Source: an optimization exercise on an open RTL-to-GDS flow (aim: small area). Production flows keep margins and buffers that such runs may drop. The RTL was checked by simulation tests, not by an equivalence proof against the original design.

Setup of north:
==> flow/design.v <==
module avst_pkt_gen #(
  parameter int          DATA_WIDTH  = 512,
  parameter int          EMPTY_WIDTH = 6,
  parameter int          LEN_WIDTH   = 16,
  parameter logic [31:0] SEED        = 32'h2022_0001
) (
  input  logic                 clk,
  input  logic                 rst_n,
  input  logic                 start_i,
  input  logic [15:0]          cfg_num_pkts_i,
  input  logic [LEN_WIDTH-1:0] cfg_len_i,
  input  logic                 cfg_rand_len_i,
  input  logic [7:0]           cfg_gap_i,
  output logic [DATA_WIDTH-1:0]  src_data,
  output logic                   src_valid,
  input  logic                   src_ready,
  output logic                   src_sop,
  output logic                   src_eop,
  output logic [EMPTY_WIDTH-1:0] src_empty,
  output logic                 busy_o,
  output logic                 done_o,
  output logic [15:0]          pkt_count_o
);
  localparam int BYTES = DATA_WIDTH / 8;
  localparam logic [31:0] LFSR_MASK = 32'h8020_0003;   
  logic        busy_q, valid_q, done_q;
  logic [31:0] lfsr_q;
  logic [15:0] num_pkts_q;
  logic [15:0] pkt_count_q;
  logic [15:0] len_q;        
  logic        rand_q;
  logic [7:0]  gap_q;
  logic [9:0]  cnt_q;        
  logic [5:0]  lastb_q;      
  logic [1:0]  base_q;       
  logic        sop_q;
  logic [7:0]  prem_q;       
  logic [15:0] len_d;
  logic [15:0] div_d;        
  logic        lenm1_ld;     
  logic [15:0] rem_d;        
  logic [5:0]  lastb_eff;    
  logic [15:0] lenm1_d;      
  logic [9:0]  cnt_nl_d;     
  logic [15:0] pkt_inc_d;
  logic        cnt_zero, accept, load, last_pkt_d;
  logic [7:0]  urem_r0, urem_x;
  avst_pkt_gen_urem u_urem (.r0(urem_r0), .x(urem_x), .d(div_d), .nosub(load && lenm1_ld),
                            .r(rem_d));
  always_comb begin
    cnt_zero   = (cnt_q == '0);
    accept     = valid_q && src_ready;
    load       = busy_q && !valid_q && !done_q && cnt_zero;
    len_d      = busy_q ? len_q : {cfg_len_i[15:1], cfg_len_i[0] | (cfg_len_i == '0)};
    div_d      = busy_q ? len_q : cfg_len_i;
    lenm1_d    = len_q - 16'd1;
    lenm1_ld   = !rand_q || (len_q[15:1] == '0);
    urem_r0    = !load ? 8'h00        : lenm1_ld ? lenm1_d[15:8] : prem_q;
    urem_x     = !load ? lfsr_q[15:8] : lenm1_ld ? lenm1_d[7:0]  : lfsr_q[7:0];
    if (!busy_q)                  cnt_nl_d = '0;
    else if (valid_q && !accept)  cnt_nl_d = cnt_q;
    else if (valid_q && cnt_zero) cnt_nl_d = 10'(gap_q);
    else                          cnt_nl_d = cnt_q - 10'd1;
    lastb_eff  = lastb_q | {6{!cnt_zero}};
    pkt_inc_d  = pkt_count_q + 16'd1;
    last_pkt_d = (pkt_inc_d == num_pkts_q);
  end
  always_ff @(posedge clk or negedge rst_n) begin
    if (!rst_n) begin
      busy_q      <= 1'b0;
      valid_q     <= 1'b0;
      done_q      <= 1'b0;
      pkt_count_q <= '0;
      lfsr_q      <= SEED;
    end else begin
      if (!busy_q) begin
        if (start_i) begin
          busy_q      <= 1'b1;
          done_q      <= (cfg_num_pkts_i == '0);
          pkt_count_q <= '0;
        end
      end else if (done_q) begin
        busy_q <= 1'b0;
        done_q <= 1'b0;
      end else if (valid_q) begin
        if (accept && cnt_zero) begin
          valid_q     <= 1'b0;
          pkt_count_q <= pkt_inc_d;
          done_q      <= last_pkt_d;
        end
      end else if (cnt_zero) begin
        valid_q <= 1'b1;
        lfsr_q  <= {1'b0, lfsr_q[31:1]} ^ (lfsr_q[0] ? LFSR_MASK : 32'h0);
      end
    end
  end
  always_ff @(posedge clk) begin
    prem_q  <= rem_d[7:0];
    len_q   <= len_d;
    cnt_q   <= load ? rem_d[15:6] : cnt_nl_d;
    if (!busy_q) begin
      num_pkts_q <= cfg_num_pkts_i;
      rand_q     <= cfg_rand_len_i;
      gap_q      <= cfg_gap_i;
    end
    if (load) begin
      lastb_q <= rem_d[5:0];
      base_q  <= pkt_count_q[7:6];
      sop_q   <= 1'b1;
    end else if (accept && !cnt_zero) begin
      base_q  <= base_q + 2'd1;
      sop_q   <= 1'b0;
    end
  end
  logic [7:0] base8;
  assign base8 = {base_q, pkt_count_q[5:0]};
  always_comb begin
    for (int i = 0; i < BYTES; i++) begin
      src_data[DATA_WIDTH-1-8*i -: 8] =
          (6'(i) <= lastb_eff) ? base8 + 8'(i) : 8'h00;
    end
  end
  assign src_valid   = valid_q;
  assign src_sop     = sop_q;
  assign src_eop     = cnt_zero;
  assign src_empty   = ~lastb_eff;
  assign busy_o      = busy_q;
  assign done_o      = done_q;
  assign pkt_count_o = pkt_count_q;
endmodule
module avst_pkt_gen_urem (
  input  logic [7:0]  r0,
  input  logic [7:0]  x,
  input  logic [15:0] d,
  input  logic        nosub,
  output logic [15:0] r
);
  logic [16:0] rr, v, t, msk;
  logic        big;
  always_comb begin
    rr = 17'(r0);
    for (int j = 1; j <= 8; j++) begin
      msk = (17'd1 << (8 + j)) - 17'd1;
      v   = ((rr << 1) | 17'(x[8-j])) & msk;
      big = (|(17'(d) & ~msk)) | nosub;
      t   = v + (17'(~d) & msk) + 17'd1;
      rr  = ((t[8+j] && !big) ? t : v) & msk;
    end
    r = rr[15:0];
  end
endmodule
export LEC_CHECK = 0
export CAP_MARGIN = 20
export CORE_MARGIN = 2
export CORE_UTILIZATION = 40
export CTS_BUF_LIST = sky130_fd_sc_hd__clkbuf_8
export GPL_TIMING_DRIVEN = 0
export SLEW_MARGIN = 20
export SYNTH_HIERARCHICAL = 1
create_clock -name core_clock -period 28.0 [get_ports {clk}]
standard.sh (not shown) runs the stock make flow with config.mk's settings and CLKGATE_MAP_FILE= SYNTH_SCRIPT=/design/flow/synth_recipe.tcl, a recipe that flattens the netlist after the stock synthesis.
==> flow/flow/run.sh <==
#!/bin/bash
# Own layout flow: the standard ORFS flow (standard.sh) with these changes:
#  - synthesis keeps the remainder array as its own module (SYNTH_HIERARCHICAL 1
#    in config.mk) and ABC maps it with flow/abc_speed.script (area mapping under
#    a delay target), and the rest of the design with flow/abc_area_top.script
#    (area mapping); see flow/abc_split.tcl. Yosys keeps its own adder mapping
#    (no Kogge-Stone $lcu map, no full/half adder cell extraction). Everything
#    before ABC, and so every register, is the standard synthesis's.
#  - the port buffers that global placement puts on every input and output are
#    sky130_fd_sc_hd__buf_1.
# Each tool writes its full log under orfs/logs; make's output is in standard_flow.log.
set -euo pipefail
here=$(pwd)
rm -rf "$here/orfs_scripts"
cp -r "$FLOW_HOME/scripts" "$here/orfs_scripts"
cp "$here/flow/abc_speed.script" "$here/flow/abc_area_top.script" "$here/flow/abc_split.tcl" "$here/orfs_scripts/"
grep -q '^  log_cmd abc {\*}\$abc_args$' "$here/orfs_scripts/synth.tcl"
sed -i 's|^  log_cmd abc {\*}\$abc_args$|  source $::env(SCRIPTS_DIR)/abc_split.tcl|' "$here/orfs_scripts/synth.tcl"
export SCRIPTS_DIR="$here/orfs_scripts"
export BUFFER_PORTS_ARGS="-buffer_cell sky130_fd_sc_hd__buf_1"
export SYNTH_OPERATIONS_ARGS="-nofsm"
export ADDER_MAP_FILE=""
bash standard.sh finish > standard_flow.log 2>&1
==> flow/flow/abc_area_top.script <==
strash
 &get -n
 &fraig -x
 &put
 scorr
 dc2
 strash
 dch -f
 amap
 topo
 buffer -c
 upsize -D 17000
 dnsize -D 17000
==> flow/flow/abc_speed.script <==
strash
 &get -n
 &fraig -x
 &put
 scorr
 dc2
 strash
 dch -f
 map -D 18000
 topo
 buffer -c
 upsize -D 18000
 dnsize -D 18000
==> flow/flow/abc_split.tcl <==
# Own flow: ABC maps the remainder array (module avst_pkt_gen_urem, kept apart by
# SYNTH_HIERARCHICAL 1) with a delay target (abc_speed.script), then the rest of
# the design for area (abc_area_top.script). Registers were mapped before this.
set abc_rest [lrange $abc_args 2 end]
log_cmd abc -script $::env(SCRIPTS_DIR)/abc_speed.script {*}$abc_rest avst_pkt_gen_urem
log_cmd abc -script $::env(SCRIPTS_DIR)/abc_area_top.script {*}$abc_rest
No stage failed in north, and the final checks on the layout all came back clean.
#### Input delta (south over north)
--- a/flow/design.v
+++ b/flow/design.v
@@ -34,31 +34,27 @@
   logic [5:0]  lastb_q;      
   logic [1:0]  base_q;       
   logic        sop_q;
   logic [7:0]  prem_q;       
   logic [15:0] len_d;
-  logic [15:0] div_d;        
-  logic        lenm1_ld;     
   logic [15:0] rem_d;        
   logic [5:0]  lastb_eff;    
   logic [15:0] lenm1_d;      
   logic [9:0]  cnt_nl_d;     
   logic [15:0] pkt_inc_d;
   logic        cnt_zero, accept, load, last_pkt_d;
   logic [7:0]  urem_r0, urem_x;
-  avst_pkt_gen_urem u_urem (.r0(urem_r0), .x(urem_x), .d(div_d), .nosub(load && lenm1_ld),
+  avst_pkt_gen_urem u_urem (.r0(urem_r0), .x(urem_x), .d(len_d), .nosub(load && !rand_q),
                             .r(rem_d));
   always_comb begin
     cnt_zero   = (cnt_q == '0);
     accept     = valid_q && src_ready;
     load       = busy_q && !valid_q && !done_q && cnt_zero;
     len_d      = busy_q ? len_q : {cfg_len_i[15:1], cfg_len_i[0] | (cfg_len_i == '0)};
-    div_d      = busy_q ? len_q : cfg_len_i;
     lenm1_d    = len_q - 16'd1;
-    lenm1_ld   = !rand_q || (len_q[15:1] == '0);
-    urem_r0    = !load ? 8'h00        : lenm1_ld ? lenm1_d[15:8] : prem_q;
-    urem_x     = !load ? lfsr_q[15:8] : lenm1_ld ? lenm1_d[7:0]  : lfsr_q[7:0];
+    urem_r0    = !load ? 8'h00        : rand_q ? prem_q      : lenm1_d[15:8];
+    urem_x     = !load ? lfsr_q[15:8] : rand_q ? lfsr_q[7:0] : lenm1_d[7:0];
     if (!busy_q)                  cnt_nl_d = '0;
     else if (valid_q && !accept)  cnt_nl_d = cnt_q;
     else if (valid_q && cnt_zero) cnt_nl_d = 10'(gap_q);
     else                          cnt_nl_d = cnt_q - 10'd1;
     lastb_eff  = lastb_q | {6{!cnt_zero}};
[summary]
south closes out successfully: all stages finished, all timing, DRC and antenna checks passed.
Changes observed in south relative to north: critical path depth decreased 0.57%, post-synthesis cell count essentially unchanged, area of the multi-input gates essentially unchanged.
Share of the cycle needed by the critical path after routing: lower on north
Final instance area, north and south: larger value in north
Routed via count down 283 in south wrt north
Relative to north, number of distinct library cells after synthesis has decreased by 15% in south.
[compare] base=north new=south: met2 global-route usage shrank by 0.92 points, number of diodes added for antenna fixing grew by 2.
Compared to north, the routing of south uses less wire.
Layout clock buffer count | south below north
~same worst hold slack in north and south
Fmax down about 1.3% in south wrt north


the reference run:
// avst_pkt_gen: RTL as listed in full above, without the edits since
clock: 28.0 ns
lec_check: 0
cap_margin: 20
core_margin: 2
core_utilization: 40
cts_buf_list: sky130_fd_sc_hd__clkbuf_8
gpl_timing_driven: 0
slew_margin: 20
synth_hierarchical: 1
==> flow/flow/abc_speed.script <==
strash
 &get -n
 &fraig -x
 &put
 scorr
 dc2
 strash
 dch -f
 map -D 17000
 topo
 buffer -c
 upsize -D 17000
 dnsize -D 17000
Scripts as last shown in full above: flow/flow/run.sh, flow/flow/abc_area_top.script, flow/flow/abc_split.tcl
The reference run closes out successfully: all stages finished, all timing, DRC and antenna checks passed.
Setup changes, the reference run to the trial run
diff --git a/flow/design.v b/flow/design.v
--- a/flow/design.v
+++ b/flow/design.v
@@ -36,8 +36,6 @@
   logic        sop_q;
   logic [7:0]  prem_q;       
   logic [15:0] len_d;
-  logic [15:0] div_d;        
-  logic        lenm1_ld;     
   logic [15:0] rem_d;        
   logic [5:0]  lastb_eff;    
   logic [15:0] lenm1_d;      
@@ -45,18 +43,16 @@
   logic [15:0] pkt_inc_d;
   logic        cnt_zero, accept, load, last_pkt_d;
   logic [7:0]  urem_r0, urem_x;
-  avst_pkt_gen_urem u_urem (.r0(urem_r0), .x(urem_x), .d(div_d), .nosub(load && lenm1_ld),
+  avst_pkt_gen_urem u_urem (.r0(urem_r0), .x(urem_x), .d(len_d), .nosub(load && !rand_q),
                             .r(rem_d));
   always_comb begin
     cnt_zero   = (cnt_q == '0);
     accept     = valid_q && src_ready;
     load       = busy_q && !valid_q && !done_q && cnt_zero;
     len_d      = busy_q ? len_q : {cfg_len_i[15:1], cfg_len_i[0] | (cfg_len_i == '0)};
-    div_d      = busy_q ? len_q : cfg_len_i;
     lenm1_d    = len_q - 16'd1;
-    lenm1_ld   = !rand_q || (len_q[15:1] == '0);
-    urem_r0    = !load ? 8'h00        : lenm1_ld ? lenm1_d[15:8] : prem_q;
-    urem_x     = !load ? lfsr_q[15:8] : lenm1_ld ? lenm1_d[7:0]  : lfsr_q[7:0];
+    urem_r0    = !load ? 8'h00        : rand_q ? prem_q      : lenm1_d[15:8];
+    urem_x     = !load ? lfsr_q[15:8] : rand_q ? lfsr_q[7:0] : lenm1_d[7:0];
     if (!busy_q)                  cnt_nl_d = '0;
     else if (valid_q && !accept)  cnt_nl_d = cnt_q;
     else if (valid_q && cnt_zero) cnt_nl_d = 10'(gap_q);
Notes after the runs:
STATUS die area: the trial run wins against the reference run. Lower global-route met1 utilization among the reference run and the trial run: the reference run. Number of filler cells placed in the layout ends up higher on the reference run. Total number of placement rows for the trial run: 1 down relative to the reference run. The trial run leaves less setup margin than the reference run. Lower period utilization goes to the reference run over the trial run. Looking at via density per instance, the trial run sits 1.1% lower than the reference run does. Changes observed in the trial run relative to the reference run: worst slack on hold paths now larger; number of buffer and inverter instances along the worst setup path now larger; total vias in the final route now smaller; design area now larger. Diff the reference run..the trial run | remaining routing DRC violations | unchanged.


## S
// avst_pkt_gen: RTL as listed in full above, without the edits since
Settings: LEC_CHECK=0, CAP_MARGIN=20, CORE_MARGIN=2, CORE_UTILIZATION=40, CTS_BUF_LIST=sky130_fd_sc_hd__clkbuf_8, GPL_TIMING_DRIVEN=0, SLEW_MARGIN=20, SYNTH_HIERARCHICAL=1; clock period 28.0 ns.
==> flow/flow/run.sh <==
#!/bin/bash
# Own layout flow: the standard ORFS flow (standard.sh) with these changes:
#  - synthesis keeps the remainder array as its own module (SYNTH_HIERARCHICAL 1
#    in config.mk) and ABC maps it with flow/abc_speed.script (area mapping under
#    a delay target), and the rest of the design with flow/abc_area_top.script
#    (area mapping); see flow/abc_split.tcl. Yosys keeps its own adder mapping
#    (no Kogge-Stone $lcu map, no full/half adder cell extraction). Everything
#    before ABC, and so every register, is the standard synthesis's.
#  - the port buffers that global placement puts on every input and output are
#    sky130_fd_sc_hd__buf_1.
#  - clock tree synthesis runs with ORFS's arguments (clkbuf_8 from config.mk)
#    but inserts no dummy loads to balance the tree.
# Each tool writes its full log under orfs/logs; make's output is in standard_flow.log.
set -euo pipefail
here=$(pwd)
rm -rf "$here/orfs_scripts"
cp -r "$FLOW_HOME/scripts" "$here/orfs_scripts"
cp "$here/flow/abc_speed.script" "$here/flow/abc_area_top.script" "$here/flow/abc_split.tcl" "$here/orfs_scripts/"
grep -q '^  log_cmd abc {\*}\$abc_args$' "$here/orfs_scripts/synth.tcl"
sed -i 's|^  log_cmd abc {\*}\$abc_args$|  source $::env(SCRIPTS_DIR)/abc_split.tcl|' "$here/orfs_scripts/synth.tcl"
export SCRIPTS_DIR="$here/orfs_scripts"
export BUFFER_PORTS_ARGS="-buffer_cell sky130_fd_sc_hd__buf_1"
export SYNTH_OPERATIONS_ARGS="-nofsm"
export ADDER_MAP_FILE=""
export CTS_ARGS="-sink_clustering_enable -repair_clock_nets -buf_list sky130_fd_sc_hd__clkbuf_8 -dont_use_dummy_load"
bash standard.sh finish > standard_flow.log 2>&1
==> flow/flow/abc_speed.script <==
strash
 &get -n
 &fraig -x
 &put
 scorr
 dc2
 strash
 dch -f
 map -D 18000
 topo
 buffer -c
 upsize -D 18000
 dnsize -D 18000
Scripts as last shown in full above: flow/flow/abc_area_top.script, flow/flow/abc_split.tcl
#### Input delta (Q over S)
--- a/flow/design.v
+++ b/flow/design.v
@@ -36,8 +36,6 @@
   logic        sop_q;
   logic [7:0]  prem_q;       
   logic [15:0] len_d;
-  logic [15:0] div_d;        
-  logic        lenm1_ld;     
   logic [15:0] rem_d;        
   logic [5:0]  lastb_eff;    
   logic [15:0] lenm1_d;      
@@ -45,18 +43,16 @@
   logic [15:0] pkt_inc_d;
   logic        cnt_zero, accept, load, last_pkt_d;
   logic [7:0]  urem_r0, urem_x;
-  avst_pkt_gen_urem u_urem (.r0(urem_r0), .x(urem_x), .d(div_d), .nosub(load && lenm1_ld),
+  avst_pkt_gen_urem u_urem (.r0(urem_r0), .x(urem_x), .d(len_d), .nosub(load && !rand_q),
                             .r(rem_d));
   always_comb begin
     cnt_zero   = (cnt_q == '0);
     accept     = valid_q && src_ready;
     load       = busy_q && !valid_q && !done_q && cnt_zero;
     len_d      = busy_q ? len_q : {cfg_len_i[15:1], cfg_len_i[0] | (cfg_len_i == '0)};
-    div_d      = busy_q ? len_q : cfg_len_i;
     lenm1_d    = len_q - 16'd1;
-    lenm1_ld   = !rand_q || (len_q[15:1] == '0);
-    urem_r0    = !load ? 8'h00        : lenm1_ld ? lenm1_d[15:8] : prem_q;
-    urem_x     = !load ? lfsr_q[15:8] : lenm1_ld ? lenm1_d[7:0]  : lfsr_q[7:0];
+    urem_r0    = !load ? 8'h00        : rand_q ? prem_q      : lenm1_d[15:8];
+    urem_x     = !load ? lfsr_q[15:8] : rand_q ? lfsr_q[7:0] : lenm1_d[7:0];
     if (!busy_q)                  cnt_nl_d = '0;
     else if (valid_q && !accept)  cnt_nl_d = cnt_q;
     else if (valid_q && cnt_zero) cnt_nl_d = 10'(gap_q);
Notes after the runs:
As of Q, area enclosed by the die boundary had fallen slightly compared to S.
Against S, Q comes in 0.29 ns higher on time the worst path needs with I/O delays and setup.
Going from S to Q, the data-path buffer share of cell area in the final layout was found to have gone up by 0.24 points.
The higher die outline height came out of S.
Delta (Q minus S): number of setup violations in the final report did not really move, flip-flop and latch share of the layout cell area went down, setup slack went down.
Compared with S, Q shows share of the clock period used by the worst path higher by 1.0 points.

==> separate check: timing with driven ports <==
No port has a modelled driver above. Below, the same layouts with a new extraction and two added sets of constraints.
Step 1 sets driving cells, clkbuf_16 on the clock port and buf_2 on the other inputs (assumed; they add their load-dependent delay and slew).
Step 2 also shifts input and output timing later by t, the mid clock arrival at the registers, as if the neighbouring blocks saw the same clock.
Slacks: ideal / step 1 / step 2; pairs: ideal / step 1.
run	t (ns)	setup WS [ns]	worst setup path at the end	cell pins on the clock port's net
north	0.493	1.984 / 2.002 / 1.509	input to register	1
south	0.489	1.640 / 1.657 / 1.168	input to register	1
the reference run	0.494	2.126 / 2.145 / 1.651	input to register	1
the trial run	0.506	1.524 / 1.551 / 1.045	input to register	1
S	0.480	1.819 / 1.836 / 1.357	input to register	1
Q	0.485	1.527 / 1.545 / 1.061	input to register	1
After both steps every run listed still meets setup and hold. For the trial run, which loses most, drivers alone change the setup slack by +0.027 ns; drivers and shift together by -0.479 ns.
